Source: an optimization exercise on an open RTL-to-GDS flow (aim: small area, a short achievable clock period and few clock cycles). Production flows keep margins and buffers that such runs may drop.
At most, simulation tests tie the RTL to the original design; equivalence was not proved.
No activity file was given, so power comes from the tool's default toggle rates.

==> inputs of build 34 <==
## iterated_three_point_smoothing_unit
module iterated_three_point_smoothing_unit #(
   parameter int MAX_LEN = itps_pkg::MAX_LEN_DEFAULT
) (
   input  logic                          clock,
   input  logic                          reset,
   input  logic                          req_valid,
   output logic                          req_stall,
   input  logic [itps_pkg::SAMPLE_W-1:0] req_sample,
   input  logic                          req_last_in,
   output logic                          rsp_valid,
   input  logic                          rsp_stall,
   output logic [itps_pkg::SAMPLE_W-1:0] rsp_value,
   output logic [itps_pkg::RSUM_W-1:0]   rsp_running_sum,
   output logic                          rsp_overflow,
   output logic                          rsp_last_out,
   input  logic                          csr_we,
   input  logic [itps_pkg::SWEEP_W-1:0]  csr_wdata
);
   localparam int NSTG = 4;
   localparam int NDLY = 4;
   logic [3:0]          m;
   logic                c_v    [NENG+1];
   logic                c_last [NENG+1];
   logic [1:0]          c_mode [NENG+1];
   logic [IDX_W-1:0]    c_idx  [NENG+1];
   logic [VID_W-1:0]    c_vid  [NENG+1];
   logic [SAMPLE_W-1:0] c_d    [NENG+1];
   itps_ctrl #(
      .NDLY (NDLY),
      .LAP  (2 + NENG * (NSTG + 1) + NDLY)
   ) u_ctrl (
      .clock           (clock),
      .reset           (reset),
      .req_valid       (req_valid),
      .req_stall       (req_stall),
      .req_sample      (req_sample),
      .req_last_in     (req_last_in),
      .rsp_valid       (rsp_valid),
  ...
clock: 11.0 ns
lec_check: 0
abc_area: 1
cap_margin: 20
core_margin: 2
core_utilization: 55
cts_cluster_diameter: 80
cts_cluster_size: 25
place_density: 0.7
slew_margin: 20
standard.sh (not shown) runs the stock make flow with config.mk's settings and CLKGATE_MAP_FILE= SYNTH_SCRIPT=/design/flow/synth_recipe.tcl, a recipe that flattens the netlist after the stock synthesis.
==> flow/flow/run.sh <==
#!/bin/bash
# Standard layout, with timing repair after clock-tree synthesis and global routing
# aimed below the clock period (the constraints themselves are unchanged).
set -euo pipefail
bash standard.sh SETUP_SLACK_MARGIN=7.4 finish > flow_orfs.log 2>&1
==> build 46: changes against build 34 <==
ABC_AREA = not set   (was 1)
CORE_UTILIZATION = 40   (was 55)
PLACE_DENSITY = 0.6   (was 0.7)
==> trial 15: changes against build 34 <==
--- a/flow/design.v
+++ b/flow/design.v
@@ -85,25 +85,26 @@
    logic [1:0]         lapmode;       
    logic [LPW-1:0]     tpos;          
    logic [RSUM_W-1:0]  rs_ff;
    logic               stall_ff;
    logic                r_v;
    logic [TW-1:0]       r_tag;
    logic [SAMPLE_W-1:0] r_d;
-   logic                o_v, k_v;
-   logic [SAMPLE_W-1:0] o_val, k_val;
-   logic [RSUM_W-1:0]   o_sum, k_sum;
-   logic                o_ovf, k_ovf;
-   logic                o_last, k_last;
+   logic [1:0]          q_cnt;
+   logic                q_nz, q_wp, q_rp;
+   logic [SAMPLE_W-1:0] q_val [2];
+   logic [RSUM_W-1:0]   q_sum [2];
+   logic                q_ovf [2];
+   logic                q_last[2];
    logic cur_done, done, emit, lap_start;
    logic [1:0] new_lap, r_mode_in;
    logic [RSUM_W-1:0] rs_out;
    assign cur_done  = (cur_vid != load_vid);
    assign done      = tmode[1];
-   assign emit      = tv && done && (tvid == cur_vid) && (tidx == e_cnt) && cur_done && !k_v;
+   assign emit      = tv && done && (tvid == cur_vid) && (tidx == e_cnt) && cur_done && (q_cnt != 2'd2);
    assign lap_start = tv && !done && (tidx == '0);
    always_comb begin
       if (load_vid == tvid)            new_lap = MODE_HOLD;       
       else if (rem > SWEEP_W'(NENG))   new_lap = MODE_FULL;
       else                             new_lap = MODE_PARTIAL;
    end
    always_comb begin
@@ -128,30 +129,14 @@
          else if (!drop)   count_in = count + 7'd1;
       end
    end
    assign load_vid_in = load_vid + VID_W'(complete_evt);
    assign cur_vid_in  = cur_vid + VID_W'(emit && tlast);
    assign r_v_in      = tv && !emit;
    assign tpos_in     = store ? '0 : ((tpos == LPW'(LAP - 1)) ? '0 : tpos + LPW'(1));
-   function automatic logic stall_calc(input logic [6:0] cnt, input logic [VID_W-1:0] lvid,
-                                       input logic [LPW-1:0] pos, input logic rv,
-                                       input logic [VID_W-1:0] cvid, input logic lm);
-      stall_calc = (cnt != 7'd64)
-                && (rv
-                    || ((cnt == 7'd0) && (lvid + VID_W'(1) == cvid))
-                    || (lm && ((lvid != cvid) || ((cnt != 7'd0) && (pos != LPW'(0))))));
-   endfunction
-   logic [LPW-1:0] tpos_run;
-   logic           stall_idle, stall_acc, stall_acc_last;
-   assign tpos_run       = (tpos == LPW'(LAP - 1)) ? '0 : tpos + LPW'(1);
-   assign stall_idle     = stall_calc(count, load_vid, tpos_run, r_v_in, cur_vid_in, loop_mode);
-   assign stall_acc      = stall_calc(drop ? count : count + 7'd1, load_vid, drop ? tpos_run : LPW'(0),
-                                    r_v_in, cur_vid_in, loop_mode);
-   assign stall_acc_last = stall_calc(7'd0, load_vid + VID_W'(1), drop ? tpos_run : LPW'(0),
-                                    r_v_in, cur_vid_in, loop_mode);
    always_ff @(posedge clock) begin
       if (reset) begin
          sweep_cfg <= SWEEP_RESET;
          loop_mode <= 1'b0;
          m_ff      <= 4'd1;
          count     <= '0;
          cur_ovf   <= 1'b0;
@@ -177,15 +162,21 @@
          end
          load_vid <= load_vid_in;
          cur_vid  <= cur_vid_in;
          if (emit) begin
             e_cnt <= tlast ? '0 : e_cnt + IDX_W'(1);
             rs_ff <= tlast ? '0 : rs_out;
          end
-         stall_ff <= !accept ? stall_idle : (req_last_in ? stall_acc_last : stall_acc);
+         if (count_in == 7'd64) begin
+            stall_ff <= 1'b0;
+         end else begin
+            stall_ff <= r_v_in
+                     || ((count_in == '0) && (load_vid_in + VID_W'(1) == cur_vid_in))
+                     || (loop_mode && ((load_vid_in != cur_vid_in) || ((count_in != '0) && (tpos_in != '0))));
+         end
          r_v <= r_v_in;
          e_v <= store || r_v;
       end
       if (complete_evt) ovf_tab[load_vid] <= cur_ovf || drop;
       tpos <= tpos_in;
       if (accept && (count == '0)) rem <= sweep_cfg;
       if (lap_start) begin
@@ -202,54 +193,46 @@
          e_idx  <= count[IDX_W-1:0];
          e_vid  <= load_vid;
       end else begin
          e_d <= r_d;
          {e_last, e_mode, e_idx, e_vid} <= r_tag;
       end
    end
-   logic o_load, e_ovf;
-   assign o_load = !o_v || !rsp_stall;
-   assign e_ovf  = ovf_tab[cur_vid];
+   logic pop;
+   logic [1:0] q_cnt_in;
+   assign pop      = q_nz && !rsp_stall;
+   assign q_cnt_in = q_cnt + 2'(emit) - 2'(pop);
    always_ff @(posedge clock) begin
       if (reset) begin
-         o_v <= 1'b0;
-         k_v <= 1'b0;
-      end else if (o_load) begin
-         o_v <= k_v || emit;
-         k_v <= k_v && emit;
+         q_cnt <= '0;
+         q_nz  <= 1'b0;
+         q_wp  <= 1'b0;
+         q_rp  <= 1'b0;
       end else begin
-         k_v <= k_v || emit;
-      end
-      if (o_load) begin
-         if (k_v) begin
-            o_val  <= k_val;
-            o_sum  <= k_sum;
-            o_ovf  <= k_ovf;
-            o_last <= k_last;
-         end else begin
-            o_val  <= td;
-            o_sum  <= rs_out;
-            o_ovf  <= e_ovf;
-            o_last <= tlast;
+         q_cnt <= q_cnt_in;
+         q_nz  <= (q_cnt_in != 2'd0);
+         if (emit) q_wp <= !q_wp;
+         if (pop)  q_rp <= !q_rp;
+      end
+      for (int i = 0; i < 2; i++) begin
+         if (emit && (q_wp == 1'(i))) begin
+            q_val[i]  <= td;
+            q_sum[i]  <= rs_out;
+            q_ovf[i]  <= ovf_tab[cur_vid];
+            q_last[i] <= tlast;
          end
       end
-      if (emit && (k_v || !o_load)) begin
-         k_val  <= td;
-         k_sum  <= rs_out;
-         k_ovf  <= e_ovf;
-         k_last <= tlast;
-      end
    end
    assign req_stall       = stall_ff;
    assign m               = m_ff;
-   assign rsp_valid       = o_v;
-   assign rsp_value       = o_val;
-   assign rsp_running_sum = o_sum;
-   assign rsp_overflow    = o_ovf;
-   assign rsp_last_out    = o_last;
+   assign rsp_valid       = q_nz;
+   assign rsp_value       = q_rp ? q_val[1]  : q_val[0];
+   assign rsp_running_sum = q_rp ? q_sum[1]  : q_sum[0];
+   assign rsp_overflow    = q_rp ? q_ovf[1]  : q_ovf[0];
+   assign rsp_last_out    = q_rp ? q_last[1] : q_last[0];
 endmodule
 import itps_pkg::*;
 module itps_dp #(
    parameter int ENG_IDX = 1,      
    parameter int NSTG    = 4       
 ) (
    input  logic                          clock,
@@ -286,17 +269,15 @@
    assign b_act   = b_v && (b_mode[0] ^ b_mode[1]);
    assign hold    = b_act;
    assign fire    = hold && (in_act || (b_last && !in_v));
    assign pass_in = hold && in_v && !in_act;
    assign pass_b  = !hold && b_v;
    assign take    = !hold || in_act || fire;
    assign sweep   = (b_mode == MODE_FULL) || ((b_mode == MODE_PARTIAL) && (4'(ENG_IDX) <= m));
-   logic [SAMPLE_W+1:0] sum_bi2;
-   assign sum_bi2 = {1'b0, b_d, 1'b1} + {1'b0, in_d, 1'b1};
-   assign sum_bi  = sum_bi2[SAMPLE_W+1:1];
+   assign sum_bi = (SAMPLE_W+1)'(b_d) + (SAMPLE_W+1)'(in_d) + (SAMPLE_W+1)'(1);
    assign sum_pi = VW'(ps) + VW'(in_d);
    always_comb begin
       div3 = 1'b0;
       if (pass_in) begin
          val = VW'(in_d);
       end else if (!fire || !sweep || (b_first && b_last)) begin
          val = VW'(b_d);
==> flow/run.sh (new file) <==
#!/bin/bash
# synth_recipe.tcl (not shown) runs the flow's synth.tcl, then flattens the netlist and writes it again
# the make line also repeats each setting of config.mk as NAME=value (left out here)
make -C /OpenROAD-flow-scripts/flow DESIGN_CONFIG=/design/flow/config.mk WORK_HOME=/design/flow/orfs CLKGATE_MAP_FILE= SYNTH_SCRIPT=/design/flow/synth_recipe.tcl finish
ABC_AREA = not set   (was 1)
CORE_UTILIZATION = 40   (was 55)
CTS_CLUSTER_DIAMETER = not set   (was 80)
CTS_CLUSTER_SIZE = not set   (was 25)
PLACE_DENSITY = 0.6   (was 0.7)
removed: flow/flow/run.sh
removed: flow/standard.sh
==> trial 14: changes against build 34 <==
CORE_UTILIZATION = 40   (was 55)
PLACE_DENSITY = 0.6   (was 0.7)
==> results list <==
- In this run the worst setup path begins at u_ctrl.o_sum[23].
* Logic inverters: 478
- In this run, flip-flops and latches consume 51.8% of the power.
- Status: complete, no violations
- Routed signal wires occupy layers up through met5.
- In the post-synthesis netlist, the biggest area contributors are sky130_fd_sc_hd__dfxtp_1 32%, sky130_fd_sc_hd__edfxtp_1 19%, sky130_fd_sc_hd__ha_1 5.7%, sky130_fd_sc_hd__nand2_1 4.5%, sky130_fd_sc_hd__o21ai_0 3.9%.
- Subtracting the final worst setup slack from the clock period gives 3.742 ns.
- For this configuration, the core starts out at a cell density of 40.10%.
- Measured along the x axis, the die boundary spans 584.2 um.
-- figures above: build 46

==> results list <==
- Net switching share of the total power: 29.47%
* Die span in x: 568.9 um
- The initial utilization of the core area, before any placement, comes to 40.16%.
* Largest cells by area after synthesis: sky130_fd_sc_hd__dfxtp_1 34%, sky130_fd_sc_hd__edfxtp_1 20%, sky130_fd_sc_hd__nand2_1 9.8%, sky130_fd_sc_hd__ha_1 6.0%, sky130_fd_sc_hd__o21ai_0 5.0%
* Status: complete, no violations
- After layout, the minimum clock period comes to 3.644 ns.
- Signal routing reaches up to met4.
* Slowest stage delay, CP: 0.40 ns
- Die footprint: 0.3236 mm^2
-- figures above: trial 14

==> results list <==
- The detailed router used layers up to and including met4.
- After synthesis, the cell types taking the most area are sky130_fd_sc_hd__dfxtp_1 32%, sky130_fd_sc_hd__edfxtp_1 19%, sky130_fd_sc_hd__ha_1 5.7%, sky130_fd_sc_hd__nand2_1 4.5%, sky130_fd_sc_hd__o21ai_0 3.8%.
- Logic inverters: 487
- The die is 582.9 um wide.
* Status: complete, no violations
- The critical path starts at u_ctrl.q_rp.
-- figures above: trial 15

==> results list <==
- Status: complete, no violations
- In this run the worst setup path begins at u_ctrl.o_sum[25].
- Once the floorplan was initialized, standard cells occupied 55.41% of the core.
- Counting instances, the worst hold path has a depth of 0.
- After detailed routing, the average wire length per cell comes to 17.30 um.
- Period minus WS final: 3.629 ns
* Die span in x: 485.7 um
- After layout, the inverter instance count without clock inverters stands at 1292.
- Largest cells by area after synthesis: sky130_fd_sc_hd__dfxtp_1 34%, sky130_fd_sc_hd__edfxtp_1 20%, sky130_fd_sc_hd__nand2_1 9.8%, sky130_fd_sc_hd__ha_1 6.0%, sky130_fd_sc_hd__o21ai_0 5.0%
- Registers are responsible for 54.8% of the overall power.
- In this run the top signal layer used is met5.
-- figures above: build 34

Testbench counts of build 34, summed over its fixed seeds: cycles 5,891.
Testbench counts of build 46, summed over its fixed seeds: cycles 5,891.
Testbench counts of trial 14, summed over its fixed seeds: cycles 5,891.
Only the layout flow was run in trial 15; the RTL was not checked for function there.

-- separate check: timing with driven ports --
The results above use ideal ports. As a check the final layouts listed here were re-extracted and re-timed, cells and wires unchanged. Step 1: set_driving_cell puts a clkbuf_16 on clock and a buf_2 on each other input, an assumption about the parent block. Step 2 moves the port delays by t, midway between the first and last clock arrival at a register: inputs arrive t later, outputs are due t later. That takes back most of the time a late clock gives input paths. Slacks: ideal ports / drivers / drivers and shift; pairs: ideal ports / drivers.
run	shift t [ns]	setup slack, ns	worst setup path after step 2	slew at the worst register clock pin (ns)
build 34	0.921	7.371 / 7.274 / 6.731	input to register	0.10 / 0.10
build 46	0.952	7.258 / 7.158 / 6.606	input to register	0.10 / 0.10
trial 15	0.979	5.785 / 5.690 / 5.432	input to register	0.07 / 0.07
trial 14	0.944	7.356 / 7.265 / 6.610	input to register	0.11 / 0.11
After both steps every run listed still meets setup and hold. The setup slack of trial 14, which loses most, moves by -0.091 ns with the drivers and by -0.746 ns with both steps.
